From an optimization exercise on the open Yosys and OpenROAD flow, aimed at small area and a short achievable clock period; shortcuts taken in it are not production practice. Function was checked by simulation only, so behaviour that the tests miss may differ from the original. Power and IR drop assume default switching activity.

==> flow/design.v <==
module aq_reduce_ctrl #(
  parameter  int unsigned DRAIN_TO = 64,
  localparam int unsigned GW       = 16,
  localparam int unsigned DW       = 32,
  localparam int unsigned CW       = 32
) (
  input  logic          RST_N,
  input  logic          CLK,
  input  logic [GW-1:0] CFG_ORG_X,
  input  logic [GW-1:0] CFG_ORG_Y,
  input  logic [GW-1:0] CFG_CNV_X,
  input  logic [GW-1:0] CFG_CNV_Y,
  input  logic          START,
  input  logic          ABORT,
  input  logic          S_TVALID,
  input  logic [DW-1:0] S_TDATA,
  output logic          S_TREADY,
  output logic [GW-1:0] ORG_X,
  output logic [GW-1:0] ORG_Y,
  output logic [GW-1:0] CNV_X,
  output logic [GW-1:0] CNV_Y,
  output logic          DIN_WE,
  output logic          DIN_FSYNC,
  output logic [DW-1:0] DIN,
  input  logic          DOUT_OE,
  input  logic          DOUT_LAST,
  output logic          BUSY,
  output logic          DONE,
  output logic          ERR,
  output logic [CW-1:0] OUT_CNT
);
  logic          r_busy, r_fsync, r_tready, r_drain, r_done;
  logic          r_err, r_din_we;
  logic [DW-1:0] r_din;
  logic [CW-1:0] r_out_cnt;
  logic [GW-1:0] r_org_x, r_org_y, r_cnv_x, r_cnv_y;
  logic [GW-1:0] r_px_x, r_px_y;
  logic [GW-1:0] r_oc_x, r_oc_y;
  logic          r_oc_over;
  function automatic logic [GW-1:0] f_dec(input logic [GW-1:0] a, input logic en);
    logic [GW-1:0] m;
    for (int i = 0; i < GW; i++) begin
      m = '0;
      for (int j = 0; j < i; j++) m[j] = 1'b1;
      f_dec[i] = a[i] ^ (en && ((a & m) == '0));
    end
  endfunction
  function automatic logic [CW:0] f_inc(input logic [CW-1:0] a, input logic en);
    logic [CW:0] x, m;
    x = {1'b0, a};
    for (int i = 0; i <= CW; i++) begin
      m = '0;
      for (int j = 0; j < i; j++) m[j] = 1'b1;
      f_inc[i] = x[i] ^ (en && ((x & m) == m));
    end
  endfunction
  function automatic logic f_le(input logic [GW-1:0] a, input logic [GW-1:0] b);
    logic [GW-1:0] gt, lt;
    logic          g, l;
    for (int i = 0; i < GW; i++) begin
      gt[i] = a[i] && !b[i];
      lt[i] = !a[i] && b[i];
    end
    for (int s = 1; s < GW; s = s * 2)
      for (int i = 0; i + s < GW; i += 2 * s) begin
        g = gt[i + 2 * s - 1] || (!lt[i + 2 * s - 1] && gt[i + s - 1]);
        l = lt[i + 2 * s - 1] || (!gt[i + 2 * s - 1] && lt[i + s - 1]);
        gt[i + 2 * s - 1] = g;
        lt[i + 2 * s - 1] = l;
      end
    f_le = !gt[GW-1];
  endfunction
  logic          w_cfg_ok, w_start_ok, w_fin, w_sync1, w_hs, w_px_row, w_last_px;
  logic          w_drain_to, w_oe_en, w_wrap, w_oc_row, w_oc_load, w_cnt_eq;
  logic [CW:0]   w_out_inc;
  logic [GW-1:0] w_org_x_nxt, w_org_y_nxt, w_cnv_x_nxt, w_cnv_y_nxt;
  assign w_cfg_ok   = (CFG_CNV_X != '0) && f_le(CFG_CNV_X, CFG_ORG_X) &&
                      (CFG_CNV_Y != '0) && f_le(CFG_CNV_Y, CFG_ORG_Y);
  assign w_start_ok = !r_busy && START && w_cfg_ok;
  assign w_fin      = r_busy && r_done;
  assign w_sync1    = r_busy && !r_fsync && !r_tready && !r_drain && !r_done;
  assign w_hs       = r_tready && S_TVALID;
  assign w_px_row   = r_px_x == GW'(1);
  assign w_last_px  = w_px_row && (r_px_y == GW'(1));
  assign w_drain_to = r_px_y[5:0] == 6'(1 - DRAIN_TO);
  assign w_oe_en    = DOUT_OE && r_busy && !r_done;
  assign w_out_inc  = f_inc(r_out_cnt, w_oe_en);
  assign w_wrap     = w_out_inc[CW];
  assign w_oc_row   = w_oe_en && (r_oc_x == GW'(1));
  assign w_oc_load  = w_wrap;
  assign w_cnt_eq   = !r_oc_over && (w_oe_en ? (w_oc_row && (r_oc_y == GW'(1)))
                                             : (r_oc_y == '0));
  assign w_org_x_nxt = w_start_ok ? CFG_ORG_X : r_org_x;
  assign w_org_y_nxt = w_start_ok ? CFG_ORG_Y : r_org_y;
  assign w_cnv_x_nxt = w_start_ok ? CFG_CNV_X : r_cnv_x;
  assign w_cnv_y_nxt = w_start_ok ? CFG_CNV_Y : r_cnv_y;
  always_ff @(posedge CLK or negedge RST_N) begin
    if (!RST_N) begin
      r_busy    <= 1'b0;
      r_fsync   <= 1'b0;
      r_tready  <= 1'b0;
      r_drain   <= 1'b0;
      r_done    <= 1'b0;
      r_err     <= 1'b0;
      r_din_we  <= 1'b0;
      r_din     <= '0;
      r_out_cnt <= '0;
      r_org_x   <= '0;
      r_org_y   <= '0;
      r_cnv_x   <= '0;
      r_cnv_y   <= '0;
      r_px_x    <= '0;
      r_px_y    <= '0;
      r_oc_x    <= '0;
      r_oc_y    <= '0;
      r_oc_over <= 1'b0;
    end else begin
      r_busy   <= r_busy ? (!ABORT && !r_done) : (START && w_cfg_ok);
      r_fsync  <= w_start_ok;
      r_tready <= !ABORT && (w_sync1 || (r_tready && !(w_hs && w_last_px)));
      r_drain  <= !ABORT && ((w_hs && w_last_px) || (r_drain && !DOUT_LAST && !w_drain_to));
      r_done   <= (!r_busy && START && !w_cfg_ok) ||
                  (r_drain && !ABORT && (DOUT_LAST || w_drain_to));
      if (r_busy && ABORT)                r_err <= 1'b1;
      else if (!r_busy && START)          r_err <= !w_cfg_ok;
      else if (r_drain && DOUT_LAST)      r_err <= r_err || !w_cnt_eq;
      else if (r_drain && w_drain_to)     r_err <= 1'b1;
      r_din_we <= w_hs && !ABORT;
      if (w_hs && !ABORT) r_din <= S_TDATA;
      r_out_cnt <= w_start_ok ? '0 : w_out_inc[CW-1:0];
      r_org_x   <= w_org_x_nxt;
      r_org_y   <= w_org_y_nxt;
      r_cnv_x   <= w_cnv_x_nxt;
      r_cnv_y   <= w_cnv_y_nxt;
      r_px_x <= (r_fsync || (w_hs && w_px_row)) ? r_org_x : f_dec(r_px_x, w_hs);
      r_px_y <= r_fsync ? r_org_y : f_dec(r_px_y, (w_hs && w_px_row) || r_drain);
      if (!r_busy) begin
        r_oc_x    <= CFG_CNV_X;
        r_oc_y    <= CFG_CNV_Y;
        r_oc_over <= 1'b0;
      end else begin
        r_oc_x    <= (w_oc_load || w_oc_row) ? r_cnv_x : f_dec(r_oc_x, w_oe_en);
        r_oc_y    <= w_oc_load ? r_cnv_y : f_dec(r_oc_y, w_oc_row);
        r_oc_over <= !w_oc_load && (r_oc_over || (w_oe_en && r_oc_y == '0));
      end
    end
  end
  assign S_TREADY  = r_tready;
  assign ORG_X     = r_org_x;
  assign ORG_Y     = r_org_y;
  assign CNV_X     = r_cnv_x;
  assign CNV_Y     = r_cnv_y;
  assign DIN_WE    = r_din_we;
  assign DIN_FSYNC = r_fsync;
  assign DIN       = r_din;
  assign BUSY      = r_busy;
  assign DONE      = r_done;
  assign ERR       = r_err;
  assign OUT_CNT   = r_out_cnt;
endmodule
clock: 8.0 ns
lec_check: 0
cap_margin: 20
core_margin: 2
core_utilization: 55
cts_buf_list: sky130_fd_sc_hd__clkbuf_8
cts_cluster_size: 8
setup_slack_margin: 5.0
slew_margin: 20
standard.sh (not shown) runs the stock make flow with config.mk's settings and CLKGATE_MAP_FILE= SYNTH_SCRIPT=/design/flow/synth_recipe.tcl, a recipe that flattens the netlist after the stock synthesis.
==> flow/flow/run.sh <==
#!/bin/bash
# Standard ORFS layout with two changes: the port buffers are buf_1 cells, and
# synthesis maps the logic with flow/abc_speed.script (a delay-driven ABC map)
# in place of ORFS's own abc_speed.script. Everything else is ORFS's scripts.
set -euo pipefail
rm -rf myscripts
cp -r "$FLOW_HOME/scripts" myscripts
cp flow/abc_speed.script myscripts/abc_speed.script
export SCRIPTS_DIR="$PWD/myscripts"
export BUFFER_PORTS_ARGS="-buffer_cell sky130_fd_sc_hd__buf_1"
bash standard.sh > standard.log 2>&1
==> flow/flow/abc_speed.script <==
strash
dch
map -D 1200
topo
stime -c
buffer -c
upsize -c
dnsize -c
Rerun with:
--- a/flow/design.v
+++ b/flow/design.v
@@ -71,10 +71,11 @@
     f_le = !gt[GW-1];
   endfunction
   logic          w_cfg_ok, w_start_ok, w_fin, w_sync1, w_hs, w_px_row, w_last_px;
   logic          w_drain_to, w_oe_en, w_wrap, w_oc_row, w_oc_load, w_cnt_eq;
   logic [CW:0]   w_out_inc;
+  logic [CW-1:0] w_out_cnt;
   logic [GW-1:0] w_org_x_nxt, w_org_y_nxt, w_cnv_x_nxt, w_cnv_y_nxt;
   assign w_cfg_ok   = (CFG_CNV_X != '0) && f_le(CFG_CNV_X, CFG_ORG_X) &&
                       (CFG_CNV_Y != '0) && f_le(CFG_CNV_Y, CFG_ORG_Y);
   assign w_start_ok = !r_busy && START && w_cfg_ok;
   assign w_fin      = r_busy && r_done;
@@ -82,11 +83,12 @@
   assign w_hs       = r_tready && S_TVALID;
   assign w_px_row   = r_px_x == GW'(1);
   assign w_last_px  = w_px_row && (r_px_y == GW'(1));
   assign w_drain_to = r_px_y[5:0] == 6'(1 - DRAIN_TO);
   assign w_oe_en    = DOUT_OE && r_busy && !r_done;
-  assign w_out_inc  = f_inc(r_out_cnt, w_oe_en);
+  assign w_out_cnt  = r_fsync ? '0 : r_out_cnt;
+  assign w_out_inc  = f_inc(w_out_cnt, w_oe_en);
   assign w_wrap     = w_out_inc[CW];
   assign w_oc_row   = w_oe_en && (r_oc_x == GW'(1));
   assign w_oc_load  = w_wrap;
   assign w_cnt_eq   = !r_oc_over && (w_oe_en ? (w_oc_row && (r_oc_y == GW'(1)))
                                              : (r_oc_y == '0));
@@ -125,11 +127,11 @@
       else if (!r_busy && START)          r_err <= !w_cfg_ok;
       else if (r_drain && DOUT_LAST)      r_err <= r_err || !w_cnt_eq;
       else if (r_drain && w_drain_to)     r_err <= 1'b1;
       r_din_we <= w_hs && !ABORT;
       if (w_hs && !ABORT) r_din <= S_TDATA;
-      r_out_cnt <= w_start_ok ? '0 : w_out_inc[CW-1:0];
+      r_out_cnt <= w_out_inc[CW-1:0];
       r_org_x   <= w_org_x_nxt;
       r_org_y   <= w_org_y_nxt;
       r_cnv_x   <= w_cnv_x_nxt;
       r_cnv_y   <= w_cnv_y_nxt;
       r_px_x <= (r_fsync || (w_hs && w_px_row)) ? r_org_x : f_dec(r_px_x, w_hs);
@@ -154,7 +156,7 @@
   assign DIN_FSYNC = r_fsync;
   assign DIN       = r_din;
   assign BUSY      = r_busy;
   assign DONE      = r_done;
   assign ERR       = r_err;
-  assign OUT_CNT   = r_out_cnt;
+  assign OUT_CNT   = w_out_cnt;
 endmodule
Non-clock buffer count grows by 32.
Wire length climbs by 9.5%.
Utilization grows by 3.3 points.
First-iteration DRC count is higher by 43%.
Clock skew grows by 0.0032 ns.
Final area climbs by 4.7%.
Cell count goes up by 3.8%.
Area after synthesis is about the same.
Die area hardly moves.
Power decreases by 5.7%.

[what the ideal ports hide]
The results above use ideal ports. As a check the final layouts listed here were re-extracted and re-timed, cells and wires unchanged.
Step 1, drivers: a clkbuf_16 drives CLK and a buf_2 each remaining input, both assumed.
Step 2 also shifts input and output timing later by t, the mid clock arrival at the registers, as if the neighbouring blocks saw the same clock.
Slacks: ideal ports / drivers / drivers and shift; pairs: ideal ports / drivers.
run	shift t [ns]	slack for setup (ns)	hold WS [ns]	worst register clock-pin slew, ns
the first run	0.520	4.990 / 5.013 / 4.493	0.513 / 0.513 / 0.513	0.11 / 0.11
the second run	0.534	4.878 / 4.843 / 4.351	0.448 / 0.448 / 0.448	0.12 / 0.12
After both steps setup and hold are still met in every run listed. The setup slack of the second run, which loses most, moves by -0.035 ns with the drivers and by -0.527 ns with both steps.
